Source: an optimization exercise on an open RTL-to-GDS flow (aim: small area, a short achievable clock period and few clock cycles per item). Production flows keep margins and buffers that such runs may drop. Only simulation tests tie the RTL to the original design; equivalence was not proved.

job 2863:
// anffl_tex_etc1_encoder
module anffl_tex_etc1_encoder
(
  input  logic        clk,
  input  logic        rst_n,
  input  logic        in_valid,
  output logic        in_ready,
  input  logic [23:0] in_texel,
  output logic        out_valid,
  input  logic        out_ready,
  output logic [63:0] out_block,
  output logic        busy
);
Size in the first run: about 8600 cells after synthesis, about 1600 flip-flops.
==> flow/config.mk <==
export PLATFORM = sky130hd
export DESIGN_NAME = anffl_tex_etc1_encoder
export DESIGN_NICKNAME = anffl_tex_etc1_encoder
export VERILOG_FILES = /design/flow/design.v
export SDC_FILE = /design/flow/constraint.sdc
export NUM_CORES = 4
export LEC_CHECK = 0
export CAP_MARGIN = 20
export CORE_MARGIN = 2
export CORE_UTILIZATION = 40
export CTS_CLUSTER_DIAMETER = 100
export CTS_CLUSTER_SIZE = 25
export PLACE_DENSITY = 0.75
export SLEW_MARGIN = 20
==> flow/constraint.sdc <==
create_clock -name core_clock -period 17.0 [get_ports {clk}]
set_input_delay 3.4000 -clock core_clock [delete_from_list [all_inputs] [get_ports {clk}]]
set_output_delay 3.4000 -clock core_clock [all_outputs]
set_load 0.01 [all_outputs]
run.sh (not shown) runs the stock make flow with config.mk's settings and CLKGATE_MAP_FILE= SYNTH_SCRIPT=/design/flow/synth_recipe.tcl, a recipe that flattens the netlist after the stock synthesis.
Testbench counts of job 2863, summed over its fixed seeds: cycles 6,328, blocks 384.
Relative to job 2863, the following input files were edited for job 769:
Settings: a deleted CTS_CLUSTER_SIZE that had been 25; a deleted PLACE_DENSITY that had been 0.75; a deleted CTS_CLUSTER_DIAMETER that had been 100; an added CTS_BUF_LIST of sky130_fd_sc_hd__clkbuf_4 sky130_fd_sc_hd__clkbuf_8.
### Flow results
Job 769 vs. job 2863: global-route usage went up by 0.84 points.
Lower clock network area share among job 2863 and job 769: job 2863
Run comparison: job 2863 start point of the critical path an1[23]; job 769 start point of the critical path rdy_q
Run comparison: job 769 top layer used by detailed routing met4; job 2863 top layer used by detailed routing met5
Against job 2863, job 769 comes in about 2.7% higher on first-pass GRT wire length.
Compared with job 2863, job 769 degrades setup clock skew after layout.
Delta (job 769 minus job 2863): diode insertion count for antenna repair higher; final design instance area without fill higher; final core area utilization higher; critical-path maximum fanout lower.
> inputs changed (job 769 -> job 9694)
Settings: clearing CTS_BUF_LIST, which used to be sky130_fd_sc_hd__clkbuf_4 sky130_fd_sc_hd__clkbuf_8; putting PLACE_DENSITY at 0.7 where nothing was set; swapping 40 for 60 in CORE_UTILIZATION.
Findings:
- Looking at the reports, job 9694 completed the entire flow and the layout it produced met the timing, DRC and antenna checks.
- The number of placed instances with taps included in job 9694 was lower than what job 769 gave.
- Job 769 reports its capture point of the critical path as in_ready while job 9694 reports g_tbl[3].z2[0][6].
- The met3 global-route usage number comes out higher for job 9694 vs job 769.
- Looking at buffer count excluding the clock tree in the final layout across job 9694 and job 769, the one that comes out lower is job 769.
- As far as number of register bits inferred by synthesis goes, job 9694 and job 769 are indistinguishable; the numbers are identical.
- Measured against job 9694, the cell count of job 769 comes out at 1.10 times the reference value.
Input changes introduced in job 2936 (baseline for comparison: job 9694):
Settings: PLACE_DENSITY no longer set, was 0.7; CORE_UTILIZATION now 40, was 60.
[summary]
Job 2936: no failed stages, no open violations at the end
[job 2936] final hold slack rose 0.023 ns relative to job 9694
When job 2936 is measured against job 9694, its placement row count turns out 23% higher.
Number of cells on the worst hold path came out exactly the same in job 2936 and job 9694.
Re mux contribution to synthesized area: no difference whatsoever between job 9694 and job 2936.
Job 9694 fits on a die that is smaller than the die of job 2936.
Across both runs, die boundary width was higher for job 2936 than for job 9694.
Delta (job 2936 minus job 9694): wire length of the first global-routing pass saw an increase.

========
quartz:
Starting RTL as in the previous note.
clock: 17.0 ns
lec_check: 0
cap_margin: 20
core_margin: 2
core_utilization: 40
cts_cluster_diameter: 100
cts_cluster_size: 25
gpl_routability_driven: 0
slew_margin: 20
Both conditions hold for quartz: the flow ran to the end and the final layout passed the timing, DRC and antenna checks.
Testbench counts of quartz, summed over its fixed seeds: cycles 6,328, blocks 384.
The inputs of maple differ from those of quartz as listed below.
- GPL_ROUTABILITY_DRIVEN removed (was 0)
- CTS_CLUSTER_DIAMETER changed from 100 to 90
- CTS_CLUSTER_SIZE changed from 25 to 30
Notes after the runs:
- Of quartz and maple, quartz shows the lower share of post-route cells with drive strength above 1, with maple above it.
- maple ended with less post-route clock period utilization than quartz.
- Cell area delta (maple -> quartz): insignificant
Relative to maple, the following input files were edited for onyx:
- CTS_CLUSTER_DIAMETER: 90 -> 100
- CTS_CLUSTER_SIZE: 30 -> 25
Notes after the runs:
onyx completed every stage of the flow, and the final layout passed the timing, DRC and antenna checks.
| global-route wire length before repair | onyx vs maple | ≈ equal |
[compare] base=maple new=onyx: depth of the critical timing path with buffers and inverters included stayed essentially flat, met1 usage in global routing shows no meaningful change, end-of-flow core utilization flat, final-stage net count was more or less identical.
Compared to maple, onyx shows a wider setup margin.
Comparing onyx and maple, hold slack is lower on maple.
~same via count in onyx and maple

========
anffl_tex_etc1_encoder again, from the RTL that the note above started with.
==> flow/config.mk <==
export PLATFORM = sky130hd
export DESIGN_NAME = anffl_tex_etc1_encoder
export DESIGN_NICKNAME = anffl_tex_etc1_encoder
export VERILOG_FILES = /design/flow/design.v
export SDC_FILE = /design/flow/constraint.sdc
export NUM_CORES = 4
export LEC_CHECK = 0
export CAP_MARGIN = 20
export CORE_MARGIN = 2
export CORE_UTILIZATION = 40
export CTS_CLUSTER_DIAMETER = 120
export CTS_CLUSTER_SIZE = 20
export SLEW_MARGIN = 20
==> flow/constraint.sdc <==
create_clock -name core_clock -period 17.0 [get_ports {clk}]
set_input_delay 3.4000 -clock core_clock [delete_from_list [all_inputs] [get_ports {clk}]]
set_output_delay 3.4000 -clock core_clock [all_outputs]
set_load 0.01 [all_outputs]
Testbench counts at the start, summed over its fixed seeds: cycles 6,328, blocks 384.
Edit:
Settings changed: ABC_AREA from default to 1, CTS_CLUSTER_DIAMETER 120 to 100, CTS_CLUSTER_SIZE 20 to 25.
Via count climbs by 6.2%.
Count of clock-buffer cells in the layout goes down by 19.
Routed wire length is higher by 9.3%.

separate check: timing with driven ports:
No port has a modelled driver above. Below, the same layouts with a new extraction and two added sets of constraints.
Step 1: set_driving_cell puts a clkbuf_16 on clk and a buf_2 on each other input, an assumption about the parent block.
Step 2 times the ports against the registers' clock, not the clock port: input delays grow and output delays shrink by t, the midpoint of the rising clock arrivals with the driver on.
a / b / c = no drivers / after step 1 / after step 2; a / b = the first two.
run | t (ns) | setup WS [ns] | slew at the worst register clock pin (ns)
job 2863 | 0.798 | 11.530 / 11.530 / 11.427 | 0.11 / 0.11
job 769 | 1.060 | 11.448 / 11.374 / 11.061 | 0.08 / 0.08
job 9694 | 0.892 | 11.617 / 11.537 / 11.014 | 0.07 / 0.07
job 2936 | 0.887 | 11.627 / 11.542 / 11.087 | 0.08 / 0.08
quartz | 0.820 | 11.630 / 11.585 / 11.083 | 0.11 / 0.11
maple | 0.802 | 11.676 / 11.590 / 11.112 | 0.12 / 0.12
onyx | 0.819 | 11.689 / 11.606 / 11.072 | 0.11 / 0.11
the first run of note 3 | 0.821 | 11.656 / 11.571 / 11.122 | 0.09 / 0.09
the second run of note 3 | 0.830 | 11.314 / 11.314 / 11.314 | 0.11 / 0.11
After both steps setup and hold are still met in every run listed. The setup slack of onyx, which loses most, moves by -0.083 ns with the drivers and by -0.617 ns with both steps.
